Background: an optimization exercise with open tools, aiming at small area, a short achievable clock period and few clock cycles per item. Do not read the settings as production practice.
At most, simulation tests tie the RTL to the original design; equivalence was not proved.
The flow treats the clock pin as an ideal source. Dropping or thinning the clock tree relies on that and would not hold on a real chip.
No activity file was given, so power comes from the tool's default toggle rates.

## main
Design wr_req_merge_top, start of the top module:
module wr_req_merge_top (
  input  wire                                        clk,
  input  wire                                        rst_n,
  input  wire [5-1:0]                    req_en,
  input  wire [5*32-1:0] req_data,
  output logic [5-1:0]                   req_avail_in,
  input  wire                                        avail_out,
  output logic                                       out_en,
  output logic [32-1:0]              out_data
);
Size in the first run: roughly 1500 cells after synthesis, roughly 770 flip-flops, ~210 I/O pins, ~0.027 sq mm of cells after synthesis.
clock: 5.5 ns
lec_check: 0
cap_margin: 20
core_margin: 2
core_utilization: 70
setup_slack_margin: 3.9
slew_margin: 20
standard.sh (not shown) runs the stock make flow with config.mk's settings and CLKGATE_MAP_FILE= SYNTH_SCRIPT=/design/flow/synth_recipe.tcl, a recipe that flattens the netlist after the stock synthesis.
==> flow/flow/run.sh <==
#!/bin/bash
set -euo pipefail
here=$(cd "$(dirname "${BASH_SOURCE[0]}")" && pwd)
export CTS_ARGS="-sink_clustering_enable -repair_clock_nets -dont_use_dummy_load -sink_clustering_size 30 -sink_clustering_max_diameter 60 -buf_list sky130_fd_sc_hd__clkbuf_16"
export POST_CTS_TCL="$here/collapse_root.tcl"
export BUFFER_PORTS_ARGS="-buffer_cell sky130_fd_sc_hd__buf_2"
bash standard.sh > standard_flow.log 2>&1
==> flow/flow/collapse_root.tcl <==
set block [ord::get_db_block]
set clk_net [[$block findBTerm clk] getNet]
set loads {}
foreach it [$clk_net getITerms] {
  if {[[$it getMTerm] getIoType] eq "INPUT"} { lappend loads $it }
}
if {[llength $loads] == 1} {
  set root [[lindex $loads 0] getInst]
  set root_net ""
  foreach it [$root getITerms] {
    if {[[$it getMTerm] getIoType] eq "OUTPUT"} { set root_net [$it getNet] }
  }
  set outs {}
  foreach it [$root_net getITerms] {
    if {[[$it getMTerm] getIoType] eq "INPUT"} { lappend outs $it }
  }
  if {[string match *clkbuf* [[$root getMaster] getName]] && [llength $outs] <= 4} {
    puts "collapse_root: [$root getName] drove [llength $outs] cells; the clock port drives them now"
    foreach it $outs {
      $it disconnect
      $it connect $clk_net
    }
    odb::dbInst_destroy $root
    odb::dbNet_destroy $root_net
  } else {
    puts "collapse_root: root [$root getName] drives [llength $outs] cells; tree kept"
  }
}
In summary, main completed successfully, with a layout that passed the timing, DRC and antenna checks.
What the feature branch does differently from main at the input level:
--- a/flow/flow/run.sh
+++ b/flow/flow/run.sh
@@ -5,3 +5,4 @@
 export POST_CTS_TCL="$here/collapse_root.tcl"
 export BUFFER_PORTS_ARGS="-buffer_cell sky130_fd_sc_hd__buf_2"
+export PRE_DETAIL_PLACE_TCL="$here/io_pull.tcl"
 bash standard.sh > standard_flow.log 2>&1
==> flow/flow/io_pull.tcl (new file) <==
# Before detailed placement: put each output port's buffer at its pin and the
# register that drives it (when the buffer is that register's only load) right
# beside it, so the register-to-port paths carry no long wire. Detailed
# placement then makes the placement legal.
set block [ord::get_db_block]
set core [$block getCoreArea]
proc io_pull_clamp {v lo hi} { expr {$v < $lo ? $lo : ($v > $hi ? $hi : $v)} }
set moved 0
foreach bt [$block getBTerms] {
  if {[$bt getIoType] ne "OUTPUT"} continue
  set net [$bt getNet]
  set buf ""
  foreach it [$net getITerms] {
    if {[[$it getMTerm] getIoType] eq "OUTPUT"} { set buf [$it getInst] }
  }
  if {$buf eq ""} continue
  set n2 ""
  foreach it [$buf getITerms] {
    if {[[$it getMTerm] getIoType] eq "INPUT" && [[$it getMTerm] getSigType] eq "SIGNAL"} { set n2 [$it getNet] }
  }
  if {$n2 eq ""} continue
  set ff ""
  set loads 0
  foreach it [$n2 getITerms] {
    if {[[$it getMTerm] getIoType] eq "OUTPUT"} { set ff [$it getInst] } else { incr loads }
  }
  if {$ff eq "" || $loads != 1 || ![[$ff getMaster] isSequential]} continue
  set bb [$bt getBBox]
  set px [expr {([$bb xMin] + [$bb xMax]) / 2}]
  set py [expr {([$bb yMin] + [$bb yMax]) / 2}]
  set x [io_pull_clamp $px [$core xMin] [expr {[$core xMax] - [[$buf getMaster] getWidth]}]]
  set y [io_pull_clamp $py [$core yMin] [expr {[$core yMax] - [[$buf getMaster] getHeight]}]]
  $buf setLocation $x $y
  # The register goes one row further in from the pin.
  set fx [io_pull_clamp $px [$core xMin] [expr {[$core xMax] - [[$ff getMaster] getWidth]}]]
  set fy [io_pull_clamp $py [$core yMin] [expr {[$core yMax] - [[$ff getMaster] getHeight]}]]
  if {$px <= [$core xMin]} { set fx [expr {$x + [[$buf getMaster] getWidth]}] }
  if {$px >= [$core xMax]} { set fx [expr {$x - [[$ff getMaster] getWidth]}] }
  if {$py <= [$core yMin]} { set fy [expr {$y + [[$buf getMaster] getHeight]}] }
  if {$py >= [$core yMax]} { set fy [expr {$y - [[$ff getMaster] getHeight]}] }
  $ff setLocation $fx $fy
  incr moved
}
puts "io_pull: moved $moved output registers and their port buffers to the pins"
--- a/flow/config.mk
+++ b/flow/config.mk
@@ -9,4 +9,4 @@
 export CORE_MARGIN = 2
 export CORE_UTILIZATION = 70
-export SETUP_SLACK_MARGIN = 3.9
+export SETUP_SLACK_MARGIN = 3.5
 export SLEW_MARGIN = 20
The feature branch | status: complete | timing, DRC, antenna: pass
Against main as the reference, the feature branch delivers a lower via count.
Diff main -> the feature branch | power | decrease of about 6%
The feature branch vs main: fmax up in the feature branch
The feature branch: utilization is 8.2 points lower than what main reported.
Function was not checked in any run of this note: the RTL went through the layout flow alone.

========
wr_req_merge_top, a different RTL version from the one above (not shown whole).
Size in the first run: ~790 flip-flops, ~210 I/O pins, about 28000 um2 of cells after synthesis.
export LEC_CHECK = 0
export CAP_MARGIN = 20
export CORE_MARGIN = 2
export CORE_UTILIZATION = 70
export SETUP_SLACK_MARGIN = 3.5
export SLEW_MARGIN = 20
create_clock -name core_clock -period 5.5 [get_ports {clk}]
==> flow/flow/run.sh <==
#!/bin/bash
set -euo pipefail
here=$(cd "$(dirname "${BASH_SOURCE[0]}")" && pwd)
export CTS_ARGS="-sink_clustering_enable -repair_clock_nets -dont_use_dummy_load -sink_clustering_size 30 -sink_clustering_max_diameter 60 -buf_list sky130_fd_sc_hd__clkbuf_16"
export POST_CTS_TCL="$here/collapse_root.tcl"
bash standard.sh > standard_flow.log 2>&1
Scripts as last shown in full above: flow/flow/collapse_root.tcl
The starting point finished clean.
Next try:
--- a/flow/flow/run.sh
+++ b/flow/flow/run.sh
@@ -5,0 +6 @@
+export BUFFER_PORTS_ARGS="-buffer_cell sky130_fd_sc_hd__buf_2"
Wire length drops by 0.85%.
Via count shrinks by 0.78%.
Flip-flop and latch count is unchanged.
Hold slack is better by 5.9 ps.
Clock power rose by about 1%.
Maximum frequency rises by 2.2%.
Total power hardly moves.
No run of this note included a check of the RTL's function; only the layout flow was run.

========
== try-willow ==
Another version of the RTL of wr_req_merge_top (not shown whole).
Size: ~770 flip-flops, ~210 I/O pins, about 0.028 mm² of cells after synthesis.
export LEC_CHECK = 0
export CAP_MARGIN = 20
export CORE_MARGIN = 2
export CORE_UTILIZATION = 70
export SETUP_SLACK_MARGIN = 3.5
export SLEW_MARGIN = 20
create_clock -name core_clock -period 5.5 [get_ports {clk}]
==> flow/flow/run.sh <==
#!/bin/bash
set -euo pipefail
here=$(cd "$(dirname "${BASH_SOURCE[0]}")" && pwd)
export CTS_ARGS="-sink_clustering_enable -repair_clock_nets -dont_use_dummy_load -sink_clustering_size 30 -sink_clustering_max_diameter 60 -buf_list sky130_fd_sc_hd__clkbuf_16"
export POST_CTS_TCL="$here/collapse_root.tcl"
bash standard.sh > standard_flow.log 2>&1
Scripts as last shown in full above: flow/flow/collapse_root.tcl
try-willow: no failed stages, no open violations at the end
Testbench counts of try-willow, summed over its fixed seeds: cycles 11,987, items 9,752.
Here is what was changed in the inputs of try-violet compared with try-willow.
- setting CTS_CLUSTER_SIZE to 30 for the first time
- changing SETUP_SLACK_MARGIN from 3.5 to 4.0
- changing CORE_UTILIZATION from 70 to 75
- setting CTS_BUF_LIST to sky130_fd_sc_hd__clkbuf_8 sky130_fd_sc_hd__clkbuf_16 for the first time
==> flow/run.sh (new file) <==
#!/bin/bash
# synth_recipe.tcl (not shown) runs the flow's synth.tcl, then flattens the netlist and writes it again
# the make line also repeats each setting of config.mk as NAME=value (left out here)
make -C /OpenROAD-flow-scripts/flow DESIGN_CONFIG=/design/flow/config.mk WORK_HOME=/design/flow/orfs CLKGATE_MAP_FILE= SYNTH_SCRIPT=/design/flow/synth_recipe.tcl finish
removed: flow/flow/run.sh
removed: flow/flow/collapse_root.tcl
removed: flow/standard.sh
NOTE y dimension of the die try-willow->try-violet decreased by a few percent
Re post-synthesis cell count: no difference whatsoever between try-violet and try-willow.
Looking at try-violet and try-willow, the area of placed instances is a wash.
Setup slack after placement in try-violet is 52 ps higher than in try-willow
Looking at cell count after placement, try-violet sits about 2.2% lower than try-willow does.
What ended try-violet was a tool error in clock tree synthesis; the run never finished.
Changes in try-juniper relative to try-violet:
- SETUP_SLACK_MARGIN changed from 4.0 to 3.5
- CORE_UTILIZATION changed from 75 to 70
Notes after the runs:
- try-juniper against try-violet: initial standard-cell utilization of the core fell 4.7 points, total cell area at the placement stage about even, worst setup timing slack at the placement stage fell 52 ps.
- try-juniper ended with more width of the die than try-violet.
- try-juniper vs try-violet, number of setup buffers added after CTS went down by 151.
- try-juniper finished all stages; the layout is clean.
- try-violet did not run to completion, as it errored out during clock tree synthesis.
- try-violet → try-juniper: final weighted congestion in routability-driven placement up 4.3%, placed instance count up about 2.3%, HPWL reported at the end of detailed placement lost 3.3%, site row count saw an increase, height of the chip shows an increase of 3.4%.

========
Another version of the RTL of wr_req_merge_top (not shown whole).
Size in the first run: about 1500 cells after synthesis, about 740 flip-flops.
## wr_req_merge_top
module wr_req_merge_top (
  input  wire                                        clk,
  input  wire                                        rst_n,
  input  wire [5-1:0]                    req_en,
  input  wire [5*32-1:0] req_data,
  output logic [5-1:0]                   req_avail_in,
  input  wire                                        avail_out,
  output logic                                       out_en,
  output logic [32-1:0]              out_data
);
export LEC_CHECK = 0
export CAP_MARGIN = 20
export CORE_MARGIN = 2
export CORE_UTILIZATION = 70
export SETUP_SLACK_MARGIN = 3.5
export SLEW_MARGIN = 20
create_clock -name core_clock -period 5.5 [get_ports {clk}]
==> flow/flow/run.sh <==
#!/bin/bash
set -euo pipefail
here=$(cd "$(dirname "${BASH_SOURCE[0]}")" && pwd)
export CTS_ARGS="-sink_clustering_enable -repair_clock_nets -dont_use_dummy_load -sink_clustering_size 30 -sink_clustering_max_diameter 60 -buf_list sky130_fd_sc_hd__clkbuf_16"
export POST_CTS_TCL="$here/collapse_root.tcl"
export BUFFER_PORTS_ARGS="-buffer_cell sky130_fd_sc_hd__buf_2"
bash standard.sh > standard_flow.log 2>&1
==> flow/flow/collapse_root.tcl <==
set block [ord::get_db_block]
set clk_net [[$block findBTerm clk] getNet]
set loads {}
foreach it [$clk_net getITerms] {
  if {[[$it getMTerm] getIoType] eq "INPUT"} { lappend loads $it }
}
if {[llength $loads] == 1} {
  set root [[lindex $loads 0] getInst]
  set root_net ""
  foreach it [$root getITerms] {
    if {[[$it getMTerm] getIoType] eq "OUTPUT"} { set root_net [$it getNet] }
  }
  set outs {}
  foreach it [$root_net getITerms] {
    if {[[$it getMTerm] getIoType] eq "INPUT"} { lappend outs $it }
  }
  if {[string match *clkbuf* [[$root getMaster] getName]] && [llength $outs] <= 4} {
    puts "collapse_root: [$root getName] drove [llength $outs] cells; the clock port drives them now"
    foreach it $outs {
      $it disconnect
      $it connect $clk_net
    }
    odb::dbInst_destroy $root
    odb::dbNet_destroy $root_net
  } else {
    puts "collapse_root: root [$root getName] drives [llength $outs] cells; tree kept"
  }
}
Then changed:
--- a/flow/flow/run.sh
+++ b/flow/flow/run.sh
@@ -5,3 +5,3 @@
 export POST_CTS_TCL="$here/collapse_root.tcl"
-export BUFFER_PORTS_ARGS="-buffer_cell sky130_fd_sc_hd__buf_2"
+export BUFFER_PORTS_ARGS="-buffer_cell sky130_fd_sc_hd__buf_1"
 bash standard.sh > standard_flow.log 2>&1
After rerunning: First-iteration DRC count climbs by 6.5%. Setup slack loses 0.0076 ns. Non-clock buffer count climbs by 2. Area after synthesis is unchanged. Power stays flat.
Function was not checked in any run of this note: the RTL went through the layout flow alone.

[what the ideal ports hide]
Ports are ideal in the flow. The routed layouts listed here were re-timed in OpenROAD. Step 1, drivers: a clkbuf_16 drives clk and a buf_2 each remaining input, both assumed. Step 2 also shifts input and output timing later by t, the mid clock arrival at the registers, as if the neighbouring blocks saw the same clock. Slacks: ideal / step 1 / step 2; pairs: ideal / step 1.
run | t, ns | slack for setup (ns) | worst setup path at the end | latest minus earliest clock arrival (ns)
main | 0.518 | 3.370 / 3.326 / 3.042 | input to register | 0.069 / 0.069
the feature branch | 0.504 | 3.448 / 3.375 / 3.028 | input to register | 0.055 / 0.055
the first run of note 2 | 0.514 | 3.351 / 3.308 / 2.891 | input to register | 0.062 / 0.062
the second run of note 2 | 0.501 | 3.398 / 3.320 / 2.970 | input to register | 0.067 / 0.066
try-willow | 0.498 | 3.472 / 3.354 / 3.155 | input to register | 0.066 / 0.066
try-juniper | 0.657 | 3.280 / 3.221 / 3.030 | input to register | 0.024 / 0.025
the first run of note 4 | 0.493 | 3.504 / 3.385 / 3.525 | input to register | 0.044 / 0.043
the second run of note 4 | 0.499 | 3.497 / 3.375 / 3.467 | input to register | 0.051 / 0.050
After both steps every run listed still meets setup and hold. The setup slack of the first run of note 2, which loses most, moves by -0.043 ns with the drivers and by -0.460 ns with both steps.
